Background: an optimization exercise with open tools, aiming at small area, a short achievable clock period and few clock cycles per item. Do not read the settings as production practice.
At most, simulation tests tie the RTL to the original design; equivalence was not proved.
Function not checked in run 2: the RTL went through the layout flow alone.
Power and IR drop assume default switching activity.

## flow/config.mk

```make
export PLATFORM = sky130hd
export DESIGN_NAME = matmult_result_serializer
export DESIGN_NICKNAME = matmult_result_serializer
export VERILOG_FILES = /design/flow/design.v
export SDC_FILE = /design/flow/constraint.sdc
export NUM_CORES = 4
export LEC_CHECK = 0
export CAP_MARGIN = 20
export CORE_AREA = 5 5 435 435
export DIE_AREA = 0 0 440 440
export SETUP_SLACK_MARGIN = 4.2
export SLEW_MARGIN = 20
```

## flow/constraint.sdc

```tcl
create_clock -name core_clock -period 7.0 [get_ports {clk}]
set_input_delay 1.4000 -clock core_clock [delete_from_list [all_inputs] [get_ports {clk}]]
set_output_delay 1.4000 -clock core_clock [all_outputs]
set_load 0.01 [all_outputs]
```

## flow/design.v

```verilog
module matmult_result_serializer #(
  parameter int DATA_W = 64,
  parameter int N_ELEM = 25
) (
  input  logic                       clk,
  input  logic                       rst,
  input  logic                       in_valid,
  output logic                       in_accept,
  input  logic [N_ELEM*DATA_W-1:0]   in_c,
  output logic                       out_valid,
  input  logic                       out_ready,
  output logic [DATA_W-1:0]          out_data,
  output logic [4:0]                 out_index,
  output logic                       out_last,
  output logic [DATA_W-1:0]          out_sum,
  output logic                       out_sum_valid
);
  localparam logic [4:0] LAST_IDX = 5'(N_ELEM - 1);
  logic              bfree_q;              
  logic [DATA_W-1:0] buf_q [N_ELEM];
  logic [N_ELEM-1:0] bsel_q;               
  logic [DATA_W-1:0] r_q;                  
  logic              rv_q;
  logic [4:0]        ridx_q;
  logic              rlast_q;
  logic [DATA_W-1:0] sum_q;
  logic              sum_valid_q;
  logic              take;                 
  logic              rfree;                
  logic              rload;
  logic              xfer;
  logic [DATA_W-1:0] next_elem;
  logic [4:0]        ridx_d;
  assign take  = bfree_q & in_valid;
  assign rfree = ~rv_q | out_ready;
  assign rload = rfree & (~bfree_q | in_valid);
  assign xfer  = rv_q & out_ready;
  always_comb begin
    next_elem = in_c[DATA_W-1:0] & {DATA_W{bfree_q}};
    for (int i = 0; i < N_ELEM; i++) next_elem |= buf_q[i] & {DATA_W{bsel_q[i]}};
  end
  assign ridx_d = (bfree_q || rlast_q) ? 5'd0 : ridx_q + 5'd1;
  always_ff @(posedge clk) begin
    if (bfree_q) begin
      for (int i = 0; i < N_ELEM; i++) buf_q[i] <= in_c[i*DATA_W +: DATA_W];
    end
  end
  always_ff @(posedge clk) begin
    if (rst) begin
      bfree_q <= 1'b1;
      bsel_q  <= '0;
      rv_q    <= 1'b0;
    end else begin
      if (rload) rv_q <= 1'b1;
      else if (xfer) rv_q <= 1'b0;
      if (bfree_q) begin
        if (in_valid) begin
          bfree_q <= 1'b0;
          bsel_q  <= rfree ? N_ELEM'(2) : N_ELEM'(1);
        end
      end else if (rfree) begin
        bsel_q  <= bsel_q << 1;
        if (bsel_q[N_ELEM-1]) bfree_q <= 1'b1;
      end
    end
  end
  always_ff @(posedge clk) begin
    if (rload) begin
      r_q      <= next_elem;
      ridx_q   <= ridx_d;
      rlast_q  <= (ridx_d == LAST_IDX);
    end
  end
  logic [DATA_W-1:0] acc_q;
  logic [DATA_W-1:0] acc_sum;
  assign acc_sum = acc_q + r_q;
  always_ff @(posedge clk) begin
    if (rst) begin
      sum_valid_q <= 1'b0;
    end else begin
      sum_valid_q <= xfer & rlast_q;
    end
    if (rst)       acc_q <= '0;
    else if (xfer) acc_q <= acc_sum & {DATA_W{~rlast_q}};
    sum_q <= acc_sum;
  end
  assign in_accept     = bfree_q;
  assign out_valid     = rv_q;
  assign out_data      = r_q;
  assign out_index     = ridx_q;
  assign out_last      = rlast_q;
  assign out_sum       = sum_q;
  assign out_sum_valid = sum_valid_q;
endmodule
```

## flow/flow/run.sh

```bash
#!/bin/bash
# Standard ORFS layout (the standard.sh), with the port buffers made from
# sky130_fd_sc_hd__buf_1 instead of the delay-buffer cell buffer_ports picks by default,
# and IO pins allowed one routing track apart so a smaller die holds all 1741 of them.
set -euo pipefail
export BUFFER_PORTS_ARGS="-buffer_cell sky130_fd_sc_hd__buf_1"
export PLACE_PINS_ARGS="-min_distance 1 -min_distance_in_tracks"
bash standard.sh > standard_make.log 2>&1
```

## flow/standard.sh

```bash
#!/bin/bash
# synth_recipe.tcl (not shown) runs the flow's synth.tcl, then flattens the netlist and writes it again
# the make line also repeats each setting of config.mk as NAME=value (left out here)
make -C /OpenROAD-flow-scripts/flow DESIGN_CONFIG=/design/flow/config.mk WORK_HOME=/design/flow/orfs CLKGATE_MAP_FILE= SYNTH_SCRIPT=/design/flow/synth_recipe.tcl "${@:-finish}"
```

==> flow_summary.yaml, run 1 <==
status:
  status: "finished clean"
sta:
  fin_skew_ps: 72.1
  post-route-min-period_ps: 3080
  finalCritPeriodShare: 0.441
  layout_setup_ws_ps: 3920
  hold_viol_final: 0
  holdWs_ps: 472
  timing.fmax_ghz: 0.324
  setup_violations: 0
  slew_headroom: 0.288
  max_slew.worst_pin.slew_ps: 1070
  rsz0062_at_grt: "yes"
  slew_violations: 0
logic_synthesis:
  yosys.area.top_type_share: 0.745
  synth.cell_area_um2: 67300
  synth-warning-count: 2
  synth_simple_gate_area_frac: 0.0395
  postSynthNetCount: 5566
  synthAdderAreaFrac: 0.0122
  synth_most_common_cell: "edfxtp_1"
  yosys.area.top_type: "edfxtp_1"
  synth_seq_area_share: 0.792
  synth_top_family_by_area: "compound AO/OA/AOI/OAI gates"
  synth-seq-cells: 1826
  synthTopCellsByArea: "edfxtp_1 75%, a22oi_1 5.6%, dfxtp_1 4.6%, a22o_1 2.8%, a221oi_1 2.5%"
  ys.flop_type: "edfxtp_1"
  async_reset_ff_frac: 0
  netlist_top_cells_count: "1,670 x edfxtp_1, 502 x a22oi_1, 212 x a22o_1"
  synth_edf_count: 1670
  synth_xor_area_frac: 0.00729
  synth-compound-area-share: 0.135
  synth_cells: 3897
  synthMuxAreaShare: 0.000167
  synth_cell_types: 74
  synth.avg_cell_area_um2: 17.3
job:
  drv_cap: 0
detailed_routing:
  num_vias: 51874
  wl_per_cell_um: 38.8
  antenna_violating_nets_post_route: 0
  drt_iter0_drc: 6986
  via_per_inst: 5.87
  finalWirelength_um: 343000
  drt_first_pass_iters: 6
  drcViolationCount: 0
critical_path:
  cp-start-kind: "flip-flop"
  crit_arrival_ps: 1680
  crit_fanout: 2
  cp.required_ps: 5600
  regToRegSetupSlack_ps: 3940
  end_kind: "output port"
  critical_path_class: "reg2out"
clocking:
  max-clock-path-buffers: 3
  clkSinkCount: 1826
  clk_latency_ps: 870
  htreeDepth: 4
  cts_buffers: 192
  clk_pin_slew_worst_paths_ps: 60
  holdBufCountCts: 0
  clockRootBuffer: "clkbuf_16"
  cts_tree: "done"
die:
  die_h_um: 440
  fp.dieArea_um2: 194000
  design.core.area_um2: 183000
  fp-row-count: 157
  start_util: 0.367
  die_w_um: 440
  pin_count: 1741
placement:
  placed_area_um2: 76900
  place_ws_ps: 3250
  hpwl_um: 245000
  gp_congestion: 1.01
  port_buffers: 1740
final_layout:
  fillers: 16164
  final_area_um2: 88100
  drive_above_1_share: 0.149
  multi_input_area_um2: 14500
  nets: 7538
  final-seq-area_um2: 53400
  synthToLayoutAreaGrowth_pct: 31.0
  post-route-util: 0.480
worst_hold_path:
  hold_class: "reg2reg"
global_routing:
  grt_pass1_wl_um: 434000
  grt_max_degree: 165
  antenna_found_initial: 401
  overflow: 0
  grt_pass1_vias: 48875
  grt_use_total: 0.338
power:
  vdd.ir_drop.worst_mv: 0.203
  power_density_nw_per_um2: 292
  p_leak_nw: 29.8
## per-layer routing
metal | routed length (um) | GRT usage | vias up
met1 | 114000 | 0.379 | 25612
li1 | - | - | 20626
met2 | 153000 | 0.497 | 4211
met5 | 729 | 0.0103 | -
met4 | 35400 | 0.303 | 98
met3 | 40300 | 0.133 | 1327
## timing repair
item,CTS,global route
pin swaps,68,86
setup endpoints to repair,475,190
gates cloned,9,3
buffers inserted,102,62
gates resized for setup,441,167
## final cells by class
class / instances / area share
well taps: 2464 / 0.0350
clock inverters: 98 / 0.0130
diodes: 356 / 0.0101
inverters: 27 / 0.00119
flip-flops and latches: 1826 / 0.606
repair buffers: 2003 / 0.113
clock buffers: 245 / 0.0574
multi-input cells: 1819 / 0.165
## critical path, cell delays in order, from the launching register on
cell and delay [ps]:
edfxtp_1 520, buf_6 170, buf_6 120
## per-stage QoR
stage,cells,power (mW),TNS (ps)
2_1_floorplan,3897,14.3,-8478500
3_3_place_gp,7961,15.2,0
3_5_place_dp,7962,15.2,0
4_1_cts,8416,25.6,0
5_1_grt,8752,26.4,0
6_report,8838,25.8,0
## placed cells by master (no fill, tap or decap), types with 27 or more instances in the layout
cell | netlist | final
edfxtp_1 | 1670 | 1670
buf_1 | 39 | 1624
a22oi_1 | 502 | 496
diode_2 | 0 | 356
a22o_1 | 212 | 212
clkbuf_16 | 0 | 195
a221oi_1 | 195 | 188
buf_4 | 0 | 183
nand4_1 | 143 | 143
nor2_1 | 160 | 124
dfxtp_1 | 156 | 119
buf_6 | 0 | 93
nand3_1 | 83 | 78
a21oi_1 | 83 | 59
nand2_1 | 73 | 58
clkbuf_1 | 178 | 48
buf_2 | 8 | 40
clkinv_1 | 0 | 32
a21o_1 | 31 | 31
dfxtp_4 | 0 | 31
ha_1 | 64 | 28
xnor2_1 | 38 | 27
## final timing paths
check	from	endpoint	depth (start not counted)
worst max-delay path	r_q[8]$_DFFE_PP_	out_data[8]	2
worst min-delay path	acc_q[58]$_SDFFE_PP0P_	acc_q[58]$_SDFFE_PP0P_	2
worst max register to register	r_q[21]$_DFFE_PP_	acc_q[48]$_SDFFE_PP0P_	10
worst min register to register	acc_q[58]$_SDFFE_PP0P_	acc_q[58]$_SDFFE_PP0P_	2
## report_power, final
group | switching, mW | internal, mW | total (mW) | leakage, nW
Sequential | 0.369 | 12.9 | 13.2 | 18.1
Clock | 4.54 | 5.72 | 10.3 | 2.99
Combinational | 1.41 | 0.834 | 2.24 | 8.74
## registers in the layout (all words and copies together) (netlist names)
register and count:
ridx_q 5, acc_q 64, sum_valid_q 1, bfree_q 1, bsel_q 25, rv_q 1, sum_q 64, r_q 64
buf_q 1600, rlast_q 1
## kinds of logic (layout without fill, tap and decap cells)
logic type / after synthesis / after routing
xor gates and xnor gates: 56 / 56
other: 0 / 356
muxes: 1 / 1
and+or+nand+nor: 534 / 534
adders and majority gates: 65 / 65
buffers and inverters: 252 / 2373
AOI/OAI and AO/OA: 1163 / 1163
DFF: 1826 / 1826
Testbench counts, summed over its fixed seeds: cycles 8,016, items 320.
==> inputs of run 2 (changes only) <==
--- a/flow/design.v
+++ b/flow/design.v
@@ -17,6 +17,7 @@
 );
   localparam logic [4:0] LAST_IDX = 5'(N_ELEM - 1);
   logic              bfree_q;              
+  logic              accept_q;             
   logic [DATA_W-1:0] buf_q [N_ELEM];
   logic [N_ELEM-1:0] bsel_q;               
   logic [DATA_W-1:0] r_q;                  
@@ -47,10 +48,12 @@
   end
   always_ff @(posedge clk) begin
     if (rst) begin
-      bfree_q <= 1'b1;
-      bsel_q  <= '0;
+      bfree_q  <= 1'b1;
+      accept_q <= 1'b1;
+      bsel_q   <= '0;
       rv_q    <= 1'b0;
     end else begin
+      accept_q <= accept_q ? ~in_valid : (rfree & bsel_q[N_ELEM-1]);
       if (rload) rv_q <= 1'b1;
       else if (xfer) rv_q <= 1'b0;
       if (bfree_q) begin
@@ -71,6 +74,16 @@
       rlast_q  <= (ridx_d == LAST_IDX);
     end
   end
+  logic [DATA_W-1:0] ro_q;
+  logic [4:0]        io_q;
+  logic              lo_q;
+  logic rload_o;
+  assign rload_o = rfree & (~accept_q | in_valid);
+  always_ff @(posedge clk) begin
+    ro_q <= rload_o ? next_elem : r_q;
+    io_q <= rload_o ? ridx_d : ridx_q;
+    lo_q <= rload_o ? (ridx_d == LAST_IDX) : rlast_q;
+  end
   logic [DATA_W-1:0] acc_q;
   logic [DATA_W-1:0] acc_sum;
   assign acc_sum = acc_q + r_q;
@@ -84,11 +97,11 @@
     else if (xfer) acc_q <= acc_sum & {DATA_W{~rlast_q}};
     sum_q <= acc_sum;
   end
-  assign in_accept     = bfree_q;
+  assign in_accept     = accept_q;
   assign out_valid     = rv_q;
-  assign out_data      = r_q;
-  assign out_index     = ridx_q;
-  assign out_last      = rlast_q;
+  assign out_data      = ro_q;
+  assign out_index     = io_q;
+  assign out_last      = lo_q;
   assign out_sum       = sum_q;
   assign out_sum_valid = sum_valid_q;
 endmodule
--- a/flow/config.mk
+++ b/flow/config.mk
@@ -8,5 +8,5 @@
 export CAP_MARGIN = 20
 export CORE_AREA = 5 5 435 435
 export DIE_AREA = 0 0 440 440
-export SETUP_SLACK_MARGIN = 4.2
+export SETUP_SLACK_MARGIN = 4.0
 export SLEW_MARGIN = 20
==> run 2 against run 1 <==
Net effect: design area shrank 0.21%; hold slack improved by 4.7 ps; critical path depth grew 11; final cell count rose by 0.17%; global-route usage increased by 0.64 points; first-iteration DRC count rose by 12%; sequential cell count is 71 higher; critical endpoint is now acc_q[60]$_SDFFE_PP0P_; maximum frequency fell by 11%; combinational power shrank 3%.
==> flow_summary.yaml, run 2 <==
clocking:
  clk_latency_ps: 860
  htreeDepth: 4
  clkSinkCount: 1897
  max-clock-path-buffers: 3
  cts_buffers: 197
  cts_tree: "done"
  clockRootBuffer: "clkbuf_16"
  clk_pin_slew_worst_paths_ps: 60
worst_hold_path:
  hp-start: "acc_q[54]$_SDFFE_PP0P_"
  hold_class: "reg2reg"
  min_to: "acc_q[54]$_SDFFE_PP0P_"
  holdPathStages: 1
power:
  p_int_mw: 19.8
  p_switching_mw: 6.54
  p_comb_frac: 0.082
  p_leak_nw: 29.5
  switching_share: 0.248
  vdd.ir_drop.worst_mv: 0.204
  seqPwrFrac: 0.522
  power_density_nw_per_um2: 300
  clock_power_share: 0.396
placement:
  placed_area_um2: 78800
  port_buffers: 1740
  hpwl_um: 254000
  place_ws_ps: 2940
  gp_congestion: 1.02
critical_path:
  critical_path_class: "reg2reg"
  critPathMaxStageDelay_ps: 440
  cp.required_ps: 7710
  regToRegSetupSlack_ps: 3550
  slowest_stage: "a2111oi_4"
  cp-start-kind: "flip-flop"
  r2r-start: "r_q[0]$_DFFE_PP_"
  cp_cell_sequence: "ha_4, fa_2, a21oi_4, o221ai_4, a2111oi_4, nor4_4, buf_4, o31ai_4, o31ai_4, a31oi_4, o211a_1, xnor2_2, a22o_1"
  crit_arrival_ps: 4160
  end_kind: "flip-flop"
  path_buf_inv: 1
  reg2reg_depth: 13
  crit_fanout: 3
  r2r_end: "acc_q[60]$_SDFFE_PP0P_"
  cpMostUsedCell: "o31ai_4"
  cp-startpoint: "r_q[0]$_DFFE_PP_"
  cp_top_family: "compound AO/OA/AOI/OAI gates"
final_layout:
  final_cell_mix: "1,736 x buf_1, 1,670 x edfxtp_1, 497 x a22oi_1, 224 x a22o_1, 200 x clkbuf_16"
  final-seq-area_um2: 54800
  post-route-util: 0.479
  synthToLayoutAreaGrowth_pct: 27.0
  fillers: 16277
  largest_reg_flops: 1600
  layout_commonest_cell: "buf_1"
  final_area_um2: 87900
  regMostFlops: "buf_q"
  multi_input_area_um2: 14600
  drive_above_1_share: 0.118
  nets: 7534
detailed_routing:
  wl_met2_um: 150000
  finalWirelength_um: 348000
  num_vias: 52598
  wl_per_cell_um: 39.3
  m1WireLength_um: 118000
  antenna_violating_nets_post_route: 0
  drt_first_pass_iters: 8
  highest_layer: "met5"
  met3_length_um: 43500
  drt_iter0_drc: 7804
  drcViolationCount: 0
  via_per_inst: 5.94
job:
  drv_cap: 0
die:
  die_h_um: 440
  fp.dieArea_um2: 194000
  pin_count: 1741
  start_util: 0.377
  design.core.area_um2: 183000
  fp-row-count: 157
  die_w_um: 440
logic_synthesis:
  synth_seq_area_share: 0.790
  synth_cell_types: 66
  synth_edf_count: 1670
  yosys.area.top_type_share: 0.724
  synth.cell_area_um2: 69200
  async_reset_ff_frac: 0
  synthTopCellsByArea: "edfxtp_1 72%, dfxtp_1 6.6%, a22oi_1 5.4%, a22o_1 2.8%, a221oi_1 2.5%"
  postSynthNetCount: 5669
  synth_cells: 4000
  synth-warning-count: 2
  synth-seq-cells: 1897
  yosys.area.top_type: "edfxtp_1"
  ys.flop_type: "edfxtp_1"
  netlist_top_cells_count: "1,670 x edfxtp_1, 500 x a22oi_1, 227 x dfxtp_1"
  synth.avg_cell_area_um2: 17.3
  synth_most_common_cell: "edfxtp_1"
sta:
  finalCritPeriodShare: 0.493
  slew_violations: 0
  hold_viol_final: 0
  max_slew.worst_pin.slew_ps: 1080
  finalSetupTns_ps: 0
  fin_skew_ps: 60.0
  slew_headroom: 0.278
  setup_violations: 0
  layout_setup_ws_ps: 3550
  rsz0062_at_grt: "yes"
  post-route-min-period_ps: 3450
  timing.fmax_ghz: 0.290
global_routing:
  overflow: 0
  grt_max_degree: 186
  grt_pass1_wl_um: 442000
  grt_use_total: 0.344
  antenna_found_initial: 420
  grt_pass1_vias: 49439
status:
  status: "finished clean"
run 2: kinds of logic (layout without fill, tap and decap cells):
group,after synthesis,count (layout),synth area share
AOI/OAI and AO/OA,1148,1148,0.129
and+or+nand+nor,500,500,0.0357
adders and majority gates,65,65,0.0119
DFF,1897,1897,0.790
other,0,357,0
xor gates and xnor gates,66,66,0.00856
buffers and inverters,253,2285,0.0139
muxes,71,71,0.0115
run 2: what timing repair did:
item,CTS,global route
gates resized for setup,140,85
cloned,3,1
setup buffers,58,23
pin swaps,60,41
hold buffers,0,0
setup endpoints to repair,241,179
run 2: per-layer routing:
metal  up-vias  GRT usage
li1      20773          -
met1     26083      0.398
met2      4316      0.490
met3      1304      0.143
met4       122      0.302
met5         -     0.0136
run 2: worst max-delay path by stage:
| stage | end | slack [ps] | cells past startpoint |
|---|---|---|---|
| global placement | ro_q[43]$_DFF_P_ | 2980 | 6 |
| detailed placement | ro_q[43]$_DFF_P_ | 2940 | 6 |
| floorplan | bsel_q[1]$_SDFFE_PP0P_ | -5250 | 5 |
| finish | acc_q[60]$_SDFFE_PP0P_ | 3550 | 13 |
| global route | acc_q[60]$_SDFFE_PP0P_ | 3550 | 13 |
| CTS | acc_q[60]$_SDFFE_PP0P_ | 3640 | 13 |
run 2: metrics by stage:
step / hold slack (ps) / instances / power (mW)
floorplan: 446 / 4000 / 14.9
global placement: 461 / 8043 / 15.9
detailed placement: 462 / 8043 / 15.9
CTS: 484 / 8470 / 26.3
global route: 502 / 8752 / 27.0
finish: 477 / 8853 / 26.4
run 2: power by group through the flow:
| stage | sequential, mW | combinational, mW | clock, mW |
|---|---|---|---|
| 6_report | 13.8 | 2.17 | 10.4 |
| 3_3_place_gp | 14.0 | 1.90 | 0 |
| 4_1_cts | 13.7 | 2.05 | 10.5 |
| 3_5_place_dp | 14.0 | 1.92 | 0 |
| 2_1_floorplan | 14.3 | 0.605 | 0 |
| 5_1_grt | 13.8 | 2.26 | 11.0 |
run 2: cell type report:
class	instances	share of cell area
tap	2464	0.0351
multi-input combinational	1850	0.166
clock inverter	120	0.0128
sequential	1897	0.623
clock buffer	246	0.0594
inverter	19	0.000811
antenna	357	0.0102
timing repair buffer	1900	0.0923

-- port drivers added, routing unchanged --
The flow's constraints put no driver on any port. The routed layouts listed below were extracted and timed again, unchanged, in two steps. Step 1, drivers: a clkbuf_16 drives clk and a buf_2 each remaining input, both assumed. Step 2 also shifts input and output timing later by t, the mid clock arrival at the registers, as if the neighbouring blocks saw the same clock. a / b / c = ideal ports / drivers / drivers and shift; a / b = the first two.
run | shift t [ns] | slack for setup (ns) | worst hold slack (ns) | worst data-port slew with drivers (ns)
run 1 | 0.920 | 3.916 / 3.831 / 3.419 | 0.472 / 0.472 / 0.472 | 0.38
run 2 | 0.932 | 3.549 / 3.549 / 3.156 | 0.477 / 0.477 / 0.477 | 0.42
After both steps every run listed still meets setup and hold. The setup slack of run 1, which loses most, moves by -0.085 ns with the drivers and by -0.497 ns with both steps.
